This is an optimization exercise on Yosys and OpenROAD, whose aim is small area, a short achievable clock period and few clock cycles, not a production implementation.
Only simulation tests tie the RTL to the original design; equivalence was not proved.

File: design/flow/design.v
`timescale 1ns/1ns
module gradient_result (
  input  logic signed [10:0] gx,
  input  logic signed [10:0] gy,
  output logic [10:0]        mag,
  output logic               a45,
  output logic               a90,
  output logic               a135
);
  logic [9:0]  ax, ay;
  logic [24:0] prod;      
  logic [8:0]  lo_thr;    
  logic [8:0]  hi_thr;    
  logic        sec0, sec90, same_sign;
  assign ax  = gx[10] ? 10'(-gx) : 10'(gx);
  assign ay  = gy[10] ? 10'(-gy) : 10'(gy);
  assign mag = {1'b0, ax} + {1'b0, ay};
  assign prod      = 25'(ax) * 25'd27145;
  assign lo_thr    = prod[24:16];
  assign hi_thr    = 9'((prod + 25'(ax)) >> 16);
  assign sec0      = ({1'b0, ay} <= {2'b0, lo_thr});
  assign sec90     = ({2'b0, ay} > ({1'b0, ax, 1'b0} + {3'b0, hi_thr}));
  assign same_sign = (gx[10] == gy[10]);
  assign a45  = !sec0 && !sec90 && same_sign;
  assign a135 = !sec0 && !sec90 && !same_sign;
  assign a90  = !sec0 && sec90;
endmodule
`timescale 1ns/1ns
module ced_top
#(
  parameter int IMG_SIZE = 128
) (
  input  logic        clk,
  input  logic        rst,
  input  logic        enable,
  output logic        ird,
  output logic [13:0] iaddr,
  input  logic [7:0]  idata,
  output logic        grad_wr,
  output logic [39:0] grad_out,
  output logic        done
);
  localparam int K    = 8;             
  localparam int KO   = K - 2;         
  localparam int OUTS = IMG_SIZE - 2;  
  localparam int DL   = 2 * K + 1;     
  logic       started;    
  logic       run;        
  logic [2:0] jr;         
  logic [6:0] rowr;       
  logic [6:0] colr;       
  logic       v1, v2;     
  logic [13:0] oaddr;     
  logic last_j, last_read;
  assign last_j    = (jr == 3'(K - 1));
  assign last_read = last_j && (colr == 7'd127) && (rowr == 7'd127);
  assign ird   = run;
  assign iaddr = {rowr, colr};
  always_ff @(posedge clk or posedge rst) begin
    if (rst) begin
      started <= 1'b0;
      run     <= 1'b0;
    end else begin
      if (enable && !started) begin
        started <= 1'b1;
        run     <= 1'b1;
      end else if (run && last_read) begin
        run     <= 1'b0;
      end
    end
  end
  always_ff @(posedge clk or posedge rst) begin
    if (rst) begin
      jr   <= '0;
      rowr <= '0;
      colr <= '0;
    end else if (run) begin
      if (last_j) begin
        jr   <= '0;
        colr <= colr + 7'd1;
        if (colr == 7'd127) rowr <= rowr - 7'd1;
        else                rowr <= rowr - 7'(K - 1);
      end else begin
        jr   <= jr + 3'd1;
        rowr <= rowr + 7'd1;
      end
    end
  end
  always_ff @(posedge clk or posedge rst) begin
    if (rst) begin
      v1      <= 1'b0;
      v2      <= 1'b0;
      grad_wr <= 1'b0;
      done    <= 1'b0;
    end else begin
      v1      <= run && (jr >= 3'd2) && (colr >= 7'd2);
      v2      <= v1;
      grad_wr <= v2;
      if (started && !run && !v1 && !v2) done <= 1'b1;
    end
  end
  always_ff @(posedge clk or posedge rst) begin
    if (rst) begin
      oaddr <= '0;
    end else if (grad_wr) begin
      if (jr == 3'd2) begin
        if (colr == 7'd0) oaddr <= oaddr + 14'd1;
        else              oaddr <= oaddr + 14'(1 - (KO - 1) * OUTS);
      end else begin
        oaddr <= oaddr + 14'(OUTS);
      end
    end
  end
  logic [7:0] px [DL];
  always_ff @(posedge clk) begin
    px[0] <= idata;
    for (int i = 1; i < DL; i++) px[i] <= px[i-1];
  end
  logic signed [8:0]  d;
  logic signed [8:0]  s2;
  logic signed [10:0] s1;
  logic signed [10:0] gx;
  logic [9:0]         h, h1, h2;
  logic signed [10:0] gy;
  assign d  = {1'b0, px[0]} - {1'b0, px[2*K]};
  assign gx = {{2{d[8]}}, d} + s1;
  assign h  = {2'b0, px[0]} + {2'b0, px[2*K]} + {1'b0, px[K], 1'b0};
  assign gy = {1'b0, h} - {1'b0, h2};
  always_ff @(posedge clk) begin
    s2 <= d;
    s1 <= {d[8], d, 1'b0} + {{2{s2[8]}}, s2};
    h1 <= h;
    h2 <= h1;
  end
  logic [10:0] mag;
  logic        a45, a90, a135;
  gradient_result u_gradient_result (
    .gx   (gx),
    .gy   (gy),
    .mag  (mag),
    .a45  (a45),
    .a90  (a90),
    .a135 (a135)
  );
  logic [10:0] mag_q;
  logic        a45_q, a90_q, a135_q;
  always_ff @(posedge clk) begin
    mag_q  <= mag;
    a45_q  <= a45;
    a135_q <= a135;
    a90_q  <= a90;
  end
  logic [7:0] ang;
  assign ang = {a135_q, a90_q, a45_q, a90_q, a45_q | a90_q,
                a45_q | a135_q, a90_q | a135_q, a45_q | a135_q};
  assign grad_out = {2'b0, mag_q, 5'b0, ang, oaddr};
endmodule
File: design/flow/run.sh
#!/bin/bash
# synth_recipe.tcl (not shown) runs the flow's synth.tcl, then flattens the netlist and writes it again
# the make line also repeats each setting of config.mk as NAME=value (left out here)
make -C /OpenROAD-flow-scripts/flow DESIGN_CONFIG=/design/flow/config.mk WORK_HOME=/design/flow/orfs CLKGATE_MAP_FILE= SYNTH_SCRIPT=/design/flow/synth_recipe.tcl finish
File: design/flow/config.mk
export PLATFORM = sky130hd
export DESIGN_NAME = ced_top
export DESIGN_NICKNAME = ced_top
export VERILOG_FILES = /design/flow/design.v
export SDC_FILE = /design/flow/constraint.sdc
export NUM_CORES = 4
export LEC_CHECK = 0
export CAP_MARGIN = 20
export CORE_MARGIN = 2
export CORE_UTILIZATION = 40
export PLACE_DENSITY = 0.6
export SLEW_MARGIN = 20
File: design/flow/constraint.sdc
create_clock -name core_clock -period 70.0 [get_ports {clk}]
set_input_delay 14.0000 -clock core_clock [delete_from_list [all_inputs] [get_ports {clk}]]
set_output_delay 14.0000 -clock core_clock [all_outputs]
set_load 0.01 [all_outputs]
==> flow_summary_export.csv <==
group,metric,value,unit
flow_run,maxCapViolCount,0,
sta,rsz0062_at_grt,"false",
logic_synthesis,netlist_instances,1209,
clock_network,cts_buffers,24,
final_layout,layout-area-overhead-vs-synth,15.9,%
logic_synthesis,yosysUniqueCellTypes,81,
floorplan,initial_core_util,40.5,%
critical_path,crit_chain,"clkdlybuf4s50_1",
sta,skew,0.0139,ns
sta,setup_viol,0,
logic_synthesis,synth_top_area_share,30.5,%
critical_path,crit_type,"flip-flop to primary output",
logic_synthesis,yosys.area.top_type,"dfxtp_1",
clock_network,postCtsSetupRepairBufs,0,
clock_network,htree_levels,1,
sta,worst_slew_pin_slew,0.897,ns
global_routing,grt_max_degree,38,
sta,max_freq,0.0627,GHz
critical_path,crit_fanout,22,
clock_network,cts_resized,0,
sta,post-route-min-period,15.96,ns
hold_path,holdPathStages,0,
floorplan,fp.dieH,180,µm
final_layout,layout_commonest_cell,"ha_1",
routing,drtIter0Drc,356,
final_layout,antenna_cells,0,
global_routing,antenna_found_initial,0,
logic_synthesis,netlist_area,12300,µm²
logic_synthesis,muxShareOfSynthArea,0.802,%
routing,dr.pass1.iters,4,
logic_synthesis,synth-xor-area-share,7.52,%
final_layout,fillers,2841,
final_layout,multi_input_area,7070,µm²
sta,drv_slew,0,
global_routing,track_usage,14.9,%
critical_path,max_stage_delay,0.78,ns
final_layout,layout.nets,1520,
clock_network,root_buffer,"clkbuf_16",
sta,fin_setup_tns,0,ns
clock_network,tritoncts,"done",
placed_design,pre_cts_ws,54.57,ns
logic_synthesis,syn_area_per_cell,10.2,µm²
critical_path,slowest_stage,"dfrtp_1",
floorplan,row_count,64,
floorplan,core,30400,µm²
placed_design,gp_congestion,0.830,
critical_path,crit_cells,1,
logic_synthesis,synth-compound-area-share,14.4,%
floorplan,die_area,32200,µm²
logic_synthesis,async_reset_ff_share,16.4,%
floorplan,io_pins,68,
clock_network,cts_hold_buffers,0,
critical_path,r2r_cells,50,
critical_path,critPathTopFamily,"flip-flops",
final_layout,drive_gt1_share,6.07,%
clock_network,numClockSinks,225,
clock_network,cts_buffer_depth,3,
logic_synthesis,synthTopCellsByArea,"dfxtp_1, ha_1, dfrtp_1",
sta,hold_violations,0,
critical_path,cp_data_required_time,56.00,ns
sta,worst_slack,54.04,ns
placed_design,numPortBuffers,60,
logic_synthesis,yosys_warnings,2,
status,status,"timing/DRC/antenna clean",
clock_network,clock_latency,0.51,ns
critical_path,cp-start-kind,"flip-flop",
critical_path,worstPathArrival,1.96,ns
logic_synthesis,synth_top_family_by_area,"adder cells",
routing,vias_per_cell,5.02,
global_routing,grt_pass1_wl,40900,µm
critical_path,cp_num_buf_inv,1,
logic_synthesis,yosysSeqAreaShare,38.1,%
routing,postRouteAntennaNets,0,
routing,drc_errors,0,
sta,post-route-period-util,22.8,%
logic_synthesis,yosys.area_share.simple,9.65,%
final_layout,regArea,4690,µm²
logic_synthesis,ys_seq_elements,225,
sta,max-slew-margin-rel,39.8,%
routing,via_count,8525,
global_routing,grt_pass1_vias,8509,
hold_path,hold_path.class,"flip-flop to flip-flop",
critical_path,worstSetupEndpointType,"primary output",
routing,drt_wl_total,23500,µm
placed_design,dp_hpwl,18600,µm
floorplan,die_x,180,µm
logic_synthesis,synth_flop_cell,"dfxtp_1",
logic_synthesis,synthAdderAreaFrac,24.8,%
global_routing,grt_overflow,0,
clock_network,clk_pin_slew,0.06,ns
routing,wire_per_inst,13.9,µm
final_layout,layout_common_cells,"ha_1, dfxtp_1, inv_1, xnor2_1, a21oi_1",
logic_synthesis,synth_edf_count,0,
## worst paths after layout
| kind | start | endpoint | slack, ns |
|---|---|---|---|
| max | grad_wr$_DFF_PP0_ | grad_wr | 54.04 |
| min | px[7][1]$_DFF_P_ | px[8][1]$_DFF_P_ | 0.32 |
| max reg2reg | px[0][1]$_DFF_P_ | a90_q$_DFF_P_ | 58.52 |
| min reg2reg | px[7][1]$_DFF_P_ | px[8][1]$_DFF_P_ | 0.32 |
| max in group asynchronous | rst | colr[4]$_DFFE_PP0P_ | 55.74 |
| min in group asynchronous | rst | oaddr[0]$_DFFE_PP0P_ | 13.91 |
## state kept, by name, summed over array words and instances, names as in the netlist, 7 cells and up
| signal | flops |
|---|---|
| h1 | 10 |
| mag_q | 11 |
| px | 136 |
| oaddr | 14 |
| rowr | 7 |
| s2 | 8 |
| s1 | 10 |
| h2 | 10 |
| colr | 7 |
## metrics by stage
| step | hold slack [ns] | std cells | cell area, µm² | utilization, % |
|---|---|---|---|---|
| after global routing | 0.330 | 1697 | 14300 | 46.9 |
| after floorplan | 0.310 | 1215 | 12300 | - |
| after detailed placement | 0.312 | 1653 | 13400 | 43.9 |
| final | 0.317 | 1697 | 14300 | 46.9 |
| after CTS | 0.320 | 1697 | 14300 | 46.9 |
| after global placement | 0.310 | 1653 | 13400 | 43.9 |
## Yosys cell counts (all sizes together), types with 8 or more instances
master,number
o21ai,59
nor2b,12
nand3,22
o211ai,11
dfxtp,188
nor2,57
buf,13
a31oi,10
o21bai,15
a21oi,72
a21o,29
a211oi,10
dfrtp,37
nand2b,8
clkbuf,11
or2,8
inv,121
fa,30
xnor2,75
xor2,30
nand2,56
ha,196
nor3,18
o21a,12
nand4,13
## kinds of logic after synthesis
kind of cell    count (synthesis)
xor+xnor                      105
other cells                     1
compound gates                266
flops                         225
buf+inv                       145
simple gates                  232
fa+ha+maj                     226
mux                             9
## final cells by class
type / count / share of cell area (%)
multi-input combinational: 845 / 49.5
clock inverter: 11 / 1.36
inverter: 121 / 3.18
sequential: 225 / 32.8
tap: 396 / 3.47
clock buffer: 33 / 5.10
timing repair buffer: 66 / 4.52
## per-layer routing
| metal | vias up | share of wire [%] | GRT usage, % |
|---|---|---|---|
| met5 | - | 0 | 0 |
| li1 | 4371 | - | - |
| met1 | 4022 | 48 | 19.7 |
| met2 | 98 | 47 | 25.6 |
| met4 | 0 | 1.9 | 3.74 |
| met3 | 34 | 3.2 | 2.29 |
Testbench counts, summed over its fixed seeds: cycles 172,072.

-- re-timing with driven ports --
Ports are ideal in the flow. The routed layout listed here was re-timed in OpenROAD.
Step 1 (the two cells are an assumption about what drives the block):
set clk [get_ports {clk}]
set_driving_cell -lib_cell sky130_fd_sc_hd__clkbuf_16 $clk
set_driving_cell -lib_cell sky130_fd_sc_hd__buf_2 [delete_from_list [all_inputs] $clk]
Step 2 also shifts input and output timing later by t, the mid clock arrival at the registers, as if the neighbouring blocks saw the same clock.
Slacks: no drivers / after step 1 / after step 2; pairs: no drivers / after step 1.
shift t [ns]: 0.556
setup WS [ns]: 54.044 / 53.992 / 54.549
worst hold slack (ns): 0.317 / 0.317 / 0.317
worst setup path after step 2: register to output
After both steps setup and hold are still met in this run. The setup slack of this run moves by -0.052 ns with the drivers and by +0.505 ns with both steps.
